Background: an optimization exercise with open tools, aiming at small area and a short achievable clock period. Do not read the settings as production practice. Where RTL was checked, it was by simulation tests only, not by an equivalence proof against the original. No activity file was given, so power comes from the tool's default toggle rates.

==> flow/design.v (excerpt) <==
module dadda_mul_top
(
    input  logic        clk,
    input  logic        arst_n,
    input  logic [31:0] a,
    input  logic [31:0] b,
    output logic [63:0] y
);
Size in the first run: about 2500 cells after synthesis, about 130 I/O pins, ~25000 um^2 of cells after synthesis.
export LEC_CHECK = 0
export ABC_AREA = 1
export ABC_CLOCK_PERIOD_IN_PS = 22000
export CAP_MARGIN = 20
export CORE_MARGIN = 2
export CORE_UTILIZATION = 50
export CTS_BUF_LIST = sky130_fd_sc_hd__clkbuf_4 sky130_fd_sc_hd__clkbuf_8
export PLACE_DENSITY = 0.75
export SLEW_MARGIN = 20
export SYNTH_HIERARCHICAL = 1
export SYNTH_MINIMUM_KEEP_SIZE = 0
create_clock -name core_clock -period 22.0 [get_ports {clk}]
standard.sh (not shown) runs the stock make flow with config.mk's settings and CLKGATE_MAP_FILE= SYNTH_SCRIPT=/design/flow/synth_recipe.tcl, a recipe that flattens the netlist after the stock synthesis.
==> flow/flow/run.sh <==
#!/bin/bash
# standard layout with buf_2 port buffers, a clock tree without dummy loads, and the
# resizer's setup repair aiming for extra slack from placement to clock tree synthesis, for a little
# less after global routing, and for the plain constraints in the rest
set -euo pipefail
P="BUFFER_PORTS_ARGS=-buffer_cell sky130_fd_sc_hd__buf_2"
C="CTS_ARGS=-sink_clustering_enable -repair_clock_nets -dont_use_dummy_load -sink_clustering_size 30 -buf_list {sky130_fd_sc_hd__clkbuf_4 sky130_fd_sc_hd__clkbuf_8}"
bash standard.sh "$P" "$C" SETUP_SLACK_MARGIN=0 floorplan > standard_make_fp.log 2>&1
bash standard.sh "$P" "$C" SETUP_SLACK_MARGIN=13.9 cts > standard_make_cts.log 2>&1
bash standard.sh "$P" "$C" SETUP_SLACK_MARGIN=13.7 grt > standard_make_grt.log 2>&1
bash standard.sh "$P" "$C" SETUP_SLACK_MARGIN=0 finish > standard_make_finish.log 2>&1
Rerun with:
--- a/flow/flow/run.sh
+++ b/flow/flow/run.sh
@@ -3,2 +3 @@
-# resizer's setup repair aiming for extra slack from placement to clock tree synthesis, for a little
-# less after global routing, and for the plain constraints in the rest
+# resizer's setup repair aiming for extra slack up to clock tree synthesis
@@ -8 +6,0 @@
-bash standard.sh "$P" "$C" SETUP_SLACK_MARGIN=0 floorplan > standard_make_fp.log 2>&1
@@ -10 +7,0 @@
-bash standard.sh "$P" "$C" SETUP_SLACK_MARGIN=13.7 grt > standard_make_grt.log 2>&1
CORE_UTILIZATION = 40   (was 50)
PLACE_DENSITY = not set   (was 0.75)
The new run passed the timing, DRC and antenna checks. Sequential power is about the same. Non-clock buffer count grows by 2. First-iteration DRC count shrinks by 2.2%.
Rerun with:
==> flow/flow/run.sh (replaced) <==
#!/bin/bash
# standard layout with buf_2 port buffers; the resizer's setup repair aims for extra slack
# in the floorplan step only (sizing before placement), then plain constraints
set -euo pipefail
P="BUFFER_PORTS_ARGS=-buffer_cell sky130_fd_sc_hd__buf_2"
bash standard.sh "$P" SETUP_SLACK_MARGIN=14.2 floorplan > standard_make_fp.log 2>&1
bash standard.sh "$P" SETUP_SLACK_MARGIN=0 finish > standard_make_finish.log 2>&1
- die area stays the same
- clock power came out higher by well over a third
- setup slack is worse by 0.20 ns
- cell count stays flat
- global-route usage barely changes
- core utilization came out higher by 1.1 points
- non-clock buffer count came out lower by 5
- power came out higher by a few percent
- via count came out higher slightly
- wire length is about the same
Rerun with:
==> flow/flow/run.sh (replaced) <==
#!/bin/bash
# standard layout with buf_2 port buffers, a clock tree without dummy loads, and the
# resizer's setup repair aiming for extra slack from placement to clock tree synthesis, for a little
# less after global routing, and for the plain constraints in the rest
set -euo pipefail
P="BUFFER_PORTS_ARGS=-buffer_cell sky130_fd_sc_hd__buf_2"
C="CTS_ARGS=-sink_clustering_enable -repair_clock_nets -dont_use_dummy_load -sink_clustering_size 30 -buf_list {sky130_fd_sc_hd__clkbuf_4 sky130_fd_sc_hd__clkbuf_8}"
bash standard.sh "$P" "$C" SETUP_SLACK_MARGIN=0 floorplan > standard_make_fp.log 2>&1
bash standard.sh "$P" "$C" SETUP_SLACK_MARGIN=14.1 cts > standard_make_cts.log 2>&1
bash standard.sh "$P" "$C" SETUP_SLACK_MARGIN=13.9 grt > standard_make_grt.log 2>&1
bash standard.sh "$P" "$C" SETUP_SLACK_MARGIN=0 finish > standard_make_finish.log 2>&1
Effect: Setup slack improved by 0.40 ns. Synthesized cell count does not change. Final area climbs by 0.69%. Maximum frequency grows by 5.0%. Combinational power barely changes. Routed wire length grows by 2.2%. Clock power came out lower by 35%. Sequential power fell by about 2%.

---

dadda_mul_top, a different RTL version from the one above (not shown whole).
Size: about 130 I/O pins, about 25,000 um^2 of cells after synthesis.
// dadda_mul_top
module dadda_mul_top
(
    input  logic        clk,
    input  logic        arst_n,
    input  logic [31:0] a,
    input  logic [31:0] b,
    output logic [63:0] y
);
    logic bo0;
    logic bt0;
    logic bn0;
    logic bo1;
    logic bt1;
    logic bn1;
    logic bo2;
    logic bt2;
    logic bn2;
    logic bo3;
    logic bt3;
    logic bn3;
    logic bo4;
    logic bt4;
    logic bn4;
    logic bo5;
    logic bt5;
    logic bn5;
    logic bo6;
    logic bt6;
    logic bn6;
    logic bo7;
    logic bt7;
    logic bn7;
    logic bo8;
    logic bt8;
    logic bn8;
    logic bo9;
    logic bt9;
    logic bn9;
    logic bo10;
    logic bt10;
    logic bn10;
    logic bo11;
    logic bt11;
    logic bn11;
    logic bo12;
    logic bt12;
    logic bn12;
    logic bo13;
    logic bt13;
    logic bn13;
    logic bo14;
    logic bt14;
    logic bn14;
    logic bo15;
    logic bt15;
    logic bn15;
    logic pp1;
    logic pp2;
    logic pp3;
    logic pp4;
    logic pp5;
    logic pp6;
    logic pp7;
    logic pp8;
    logic pp9;
    logic pp10;
    logic pp11;
    logic pp12;
    logic pp13;
    logic pp14;
    logic pp15;
    logic pp16;
    logic pp17;
    logic pp18;
    logic pp19;
    logic pp20;
    logic pp21;
    logic pp22;
    logic pp23;
    logic pp24;
    logic pp25;
    logic pp26;
    logic pp27;
    logic pp28;
    logic pp29;
    logic pp30;
    logic pp31;
    logic pp32;
    logic pp33;
    logic ns34;
    logic pp35;
    logic pp36;
    logic pp37;
    logic pp38;
    logic pp39;
    logic pp40;
  ...
Settings: LEC_CHECK=0, ABC_AREA=1, ABC_CLOCK_PERIOD_IN_PS=22000, CAP_MARGIN=20, CORE_MARGIN=2, CORE_UTILIZATION=40, CTS_BUF_LIST=sky130_fd_sc_hd__clkbuf_4 sky130_fd_sc_hd__clkbuf_8, PLACE_DENSITY=0.75, SLEW_MARGIN=20, SYNTH_HIERARCHICAL=1, SYNTH_MINIMUM_KEEP_SIZE=0; clock period 22.0 ns.
==> flow/flow/run.sh <==
#!/bin/bash
# standard layout with buf_2 port buffers, a clock tree without dummy loads, and the
# resizer's setup repair aiming for extra slack from placement to clock tree synthesis, for a little
# less after global routing, and for the plain constraints in the rest
set -euo pipefail
P="BUFFER_PORTS_ARGS=-buffer_cell sky130_fd_sc_hd__buf_2"
C="CTS_ARGS=-sink_clustering_enable -repair_clock_nets -dont_use_dummy_load -sink_clustering_size 30 -buf_list {sky130_fd_sc_hd__clkbuf_4 sky130_fd_sc_hd__clkbuf_8}"
bash standard.sh "$P" "$C" SETUP_SLACK_MARGIN=0 floorplan > standard_make_fp.log 2>&1
bash standard.sh "$P" "$C" SETUP_SLACK_MARGIN=13.9 cts > standard_make_cts.log 2>&1
bash standard.sh "$P" "$C" SETUP_SLACK_MARGIN=13.7 grt > standard_make_grt.log 2>&1
bash standard.sh "$P" "$C" SETUP_SLACK_MARGIN=0 finish > standard_make_finish.log 2>&1
Rerun with:
==> flow/flow/run.sh (replaced) <==
#!/bin/bash
# standard layout with buf_2 port buffers; the resizer's setup repair aims for extra slack
# up to clock tree synthesis, and only for the plain constraints after global routing
set -euo pipefail
P="BUFFER_PORTS_ARGS=-buffer_cell sky130_fd_sc_hd__buf_2"
bash standard.sh "$P" SETUP_SLACK_MARGIN=14.2 cts > standard_make_cts.log 2>&1
bash standard.sh "$P" SETUP_SLACK_MARGIN=0 finish > standard_make_finish.log 2>&1
PLACE_DENSITY = default   (was 0.75)
After rerunning: Via count falls by 1.2%; final area rises by 4.8%; cell count rises by 0.65%.
No functional check of the RTL was part of any run of this note.

---

Another version of the RTL of dadda_mul_top (not shown whole).
Size in the first run: ~2,500 cells after synthesis, ~130 I/O pins, roughly 0.025 mm2 of cells after synthesis.
export LEC_CHECK = 0
export ABC_AREA = 1
export ABC_CLOCK_PERIOD_IN_PS = 22000
export CAP_MARGIN = 20
export CORE_MARGIN = 2
export CORE_UTILIZATION = 40
export CTS_BUF_LIST = sky130_fd_sc_hd__clkbuf_4 sky130_fd_sc_hd__clkbuf_8
export PLACE_DENSITY = 0.75
export SLEW_MARGIN = 20
export SYNTH_HIERARCHICAL = 1
export SYNTH_MINIMUM_KEEP_SIZE = 0
create_clock -name core_clock -period 22.0 [get_ports {clk}]
==> flow/flow/run.sh <==
#!/bin/bash
# standard layout with buf_2 port buffers, a clock tree without dummy loads, and the
# resizer's setup repair aiming for extra slack from placement to clock tree synthesis, for a little
# less after global routing, and for the plain constraints in the rest
set -euo pipefail
P="BUFFER_PORTS_ARGS=-buffer_cell sky130_fd_sc_hd__buf_2"
C="CTS_ARGS=-sink_clustering_enable -repair_clock_nets -dont_use_dummy_load -sink_clustering_size 30 -buf_list {sky130_fd_sc_hd__clkbuf_4 sky130_fd_sc_hd__clkbuf_8}"
bash standard.sh "$P" "$C" SETUP_SLACK_MARGIN=0 floorplan > standard_make_fp.log 2>&1
bash standard.sh "$P" "$C" SETUP_SLACK_MARGIN=14.0 cts > standard_make_cts.log 2>&1
bash standard.sh "$P" "$C" SETUP_SLACK_MARGIN=13.8 grt > standard_make_grt.log 2>&1
bash standard.sh "$P" "$C" SETUP_SLACK_MARGIN=0 finish > standard_make_finish.log 2>&1
The first run completed with no timing, DRC or antenna violations.
Then changed:
--- a/flow/flow/run.sh
+++ b/flow/flow/run.sh
@@ -9,2 +9,2 @@
-bash standard.sh "$P" "$C" SETUP_SLACK_MARGIN=14.0 cts > standard_make_cts.log 2>&1
-bash standard.sh "$P" "$C" SETUP_SLACK_MARGIN=13.8 grt > standard_make_grt.log 2>&1
+bash standard.sh "$P" "$C" SETUP_SLACK_MARGIN=14.1 cts > standard_make_cts.log 2>&1
+bash standard.sh "$P" "$C" SETUP_SLACK_MARGIN=13.9 grt > standard_make_grt.log 2>&1
The changed run finished with timing, DRC and antenna clean.
Total power rises slightly.
Design area rises slightly.
Setup slack is better by 0.098 ns.
Wire length rises slightly.
Then changed:
--- a/flow/flow/run.sh
+++ b/flow/flow/run.sh
@@ -9,2 +9,2 @@
-bash standard.sh "$P" "$C" SETUP_SLACK_MARGIN=14.1 cts > standard_make_cts.log 2>&1
-bash standard.sh "$P" "$C" SETUP_SLACK_MARGIN=13.9 grt > standard_make_grt.log 2>&1
+bash standard.sh "$P" "$C" SETUP_SLACK_MARGIN=14.3 cts > standard_make_cts.log 2>&1
+bash standard.sh "$P" "$C" SETUP_SLACK_MARGIN=14.1 grt > standard_make_grt.log 2>&1
The new run passed the timing, DRC and antenna checks.
Design area climbs by 7.3%.
Worst setup slack is better by 0.15 ns.
Combinational power goes up by about 6%.
Sequential power is about the same.
Synthesized cell count does not change.
Wire length came out higher by about 8%.
Cell count went up by about 2%.
Area after synthesis does not change.
Function was not checked in any run of this note: the RTL went through the layout flow alone.

---

Setup of alpha:
RTL: one of the versions met above, not the one the previous note started from.
Size: ~120 flip-flops, ~25000 µm² of cells after synthesis.
clock: 22.0 ns
lec_check: 0
abc_area: 1
abc_clock_period_in_ps: 22000
cap_margin: 20
core_margin: 2
core_utilization: 40
cts_buf_list: sky130_fd_sc_hd__clkbuf_4 sky130_fd_sc_hd__clkbuf_8
slew_margin: 20
synth_hierarchical: 1
synth_minimum_keep_size: 0
==> flow/flow/run.sh <==
#!/bin/bash
# standard layout with buf_2 port buffers; the resizer's setup repair aims for extra slack
# up to clock tree synthesis, and only for the plain constraints after global routing
set -euo pipefail
P="BUFFER_PORTS_ARGS=-buffer_cell sky130_fd_sc_hd__buf_2"
bash standard.sh "$P" SETUP_SLACK_MARGIN=13.9 cts > standard_make_cts.log 2>&1
bash standard.sh "$P" SETUP_SLACK_MARGIN=0 finish > standard_make_finish.log 2>&1
## Diff of input files: beta against alpha
- setting PLACE_DENSITY to 0.75 for the first time
- changing CAP_MARGIN from 20 to 5
- changing SLEW_MARGIN from 20 to 5
==> flow/flow/run.sh <==
#!/bin/bash
# standard layout with buf_2 port buffers, a clock tree without dummy loads, and the
# resizer's setup repair aiming for extra slack from placement to clock tree synthesis, for a little
# less after global routing, and for the plain constraints in the rest
set -euo pipefail
P="BUFFER_PORTS_ARGS=-buffer_cell sky130_fd_sc_hd__buf_2"
C="CTS_ARGS=-sink_clustering_enable -repair_clock_nets -dont_use_dummy_load -sink_clustering_size 30 -buf_list {sky130_fd_sc_hd__clkbuf_4 sky130_fd_sc_hd__clkbuf_8}"
bash standard.sh "$P" "$C" SETUP_SLACK_MARGIN=0 floorplan > standard_make_fp.log 2>&1
bash standard.sh "$P" "$C" SETUP_SLACK_MARGIN=13.9 cts > standard_make_cts.log 2>&1
bash standard.sh "$P" "$C" SETUP_SLACK_MARGIN=13.7 grt > standard_make_grt.log 2>&1
bash standard.sh "$P" "$C" SETUP_SLACK_MARGIN=0 finish > standard_make_finish.log 2>&1
Summary of beta over alpha: total detailed-routing wirelength has decreased; final critical-path share of the clock period down 0.32 points; area growth from synthesis to layout now sits lower; time the final worst path needs with I/O delays and setup dropped 0.071 ns; combinational group share of total power went up by 1.8 points.
Core util | beta vs alpha | beta lower

---

== v6 ==
Another version of the RTL of dadda_mul_top (not shown whole).
Size in the first run: about 130 I/O pins.
==> flow/config.mk <==
export PLATFORM = sky130hd
export DESIGN_NAME = dadda_mul_top
export DESIGN_NICKNAME = dadda_mul_top
export VERILOG_FILES = /design/flow/design.v
export SDC_FILE = /design/flow/constraint.sdc
export NUM_CORES = 4
export LEC_CHECK = 0
export ABC_AREA = 1
export ABC_CLOCK_PERIOD_IN_PS = 22000
export CAP_MARGIN = 20
export CORE_MARGIN = 2
export CORE_UTILIZATION = 40
export CTS_BUF_LIST = sky130_fd_sc_hd__clkbuf_4 sky130_fd_sc_hd__clkbuf_8
export PLACE_DENSITY = 0.75
export SLEW_MARGIN = 20
export SYNTH_HIERARCHICAL = 1
export SYNTH_MINIMUM_KEEP_SIZE = 0
export TNS_END_PERCENT = 50
==> flow/constraint.sdc <==
create_clock -name core_clock -period 22.0 [get_ports {clk}]
set_input_delay 4.4000 -clock core_clock [delete_from_list [all_inputs] [get_ports {clk}]]
set_output_delay 4.4000 -clock core_clock [all_outputs]
set_load 0.01 [all_outputs]
==> flow/flow/run.sh <==
#!/bin/bash
# standard layout with buf_2 port buffers, a clock tree without dummy loads, and the
# resizer's setup repair aiming for extra slack from placement to clock tree synthesis, for a little
# less after global routing, and for the plain constraints in the rest
set -euo pipefail
P="BUFFER_PORTS_ARGS=-buffer_cell sky130_fd_sc_hd__buf_2"
C="CTS_ARGS=-sink_clustering_enable -repair_clock_nets -dont_use_dummy_load -sink_clustering_size 30 -buf_list {sky130_fd_sc_hd__clkbuf_4 sky130_fd_sc_hd__clkbuf_8}"
bash standard.sh "$P" "$C" SETUP_SLACK_MARGIN=0 floorplan > standard_make_fp.log 2>&1
bash standard.sh "$P" "$C" SETUP_SLACK_MARGIN=14.1 cts > standard_make_cts.log 2>&1
bash standard.sh "$P" "$C" SETUP_SLACK_MARGIN=13.9 grt > standard_make_grt.log 2>&1
bash standard.sh "$P" "$C" SETUP_SLACK_MARGIN=0 finish > standard_make_finish.log 2>&1
The following lists how v7 was set up differently from v6:
- removing TNS_END_PERCENT (formerly 50)
Results
- No run among v6 and v7 stopped early or left any final violation; all are clean.
- Status: half-perimeter wire length after placement parity (v7, v6)
- Compared with v6, v7 shows wire length on met1 that has gone down slightly.
- v7 vs. v6: number of resized instances in the post-cts repair step rose by about 1.2%, final instance area stayed essentially flat.
- v6 ended up with sky130_fd_sc_hd__fa_1 as its slowest library cell on the worst path; v7 ended up with sky130_fd_sc_hd__buf_2.

==> re-timing with driven ports <==
In the flow no input, the clock included, has a driving cell. The finished layouts below were timed again as built, in two steps.
Step 1 (the two cells are an assumption about what drives the block):
set clk [get_ports {clk}]
set_driving_cell -lib_cell sky130_fd_sc_hd__clkbuf_16 $clk
set_driving_cell -lib_cell sky130_fd_sc_hd__buf_2 [delete_from_list [all_inputs] $clk]
Step 2 adds t to the input delays and takes it off the output delays; t is the mean of the earliest and latest rising clock arrival at the registers after step 1. Input paths then give back, and output paths get back, about the clock's delay inside the block.
Slacks: no drivers / after step 1 / after step 2; pairs: no drivers / after step 1.
run | t, ns | setup slack, ns | worst setup path after step 2 | worst data-port slew with drivers (ns)
the first run of note 1 | 0.617 | 13.832 / 13.849 / 13.231 | input to register | 0.07
the second run of note 1 | 0.618 | 13.769 / 13.784 / 13.166 | input to register | 0.09
the third run of note 1 | 0.610 | 13.566 / 13.598 / 12.988 | input to register | 0.06
the fourth run of note 1 | 0.619 | 13.967 / 13.957 / 13.338 | input to register | 0.08
the first run of note 2 | 0.611 | 13.741 / 13.730 / 13.119 | input to register | 0.11
the second run of note 2 | 0.616 | 14.053 / 14.043 / 13.443 | input to register | 0.09
the first run of note 3 | 0.587 | 13.891 / 13.843 / 13.255 | input to register | 0.10
the second run of note 3 | 0.586 | 13.989 / 13.978 / 13.392 | input to register | 0.10
the third run of note 3 | 0.593 | 14.144 / 14.126 / 13.538 | input to register | 0.10
alpha | 0.627 | 13.750 / 13.769 / 13.142 | input to register | 0.09
beta | 0.572 | 13.820 / 13.823 / 13.251 | input to register | 0.09
v6 | 0.585 | 13.990 / 13.981 / 13.396 | input to register | 0.10
v7 | 0.586 | 13.989 / 13.978 / 13.392 | input to register | 0.10
After both steps every run listed still meets setup and hold. The setup slack of the first run of note 3, which loses most, moves by -0.048 ns with the drivers and by -0.636 ns with both steps.
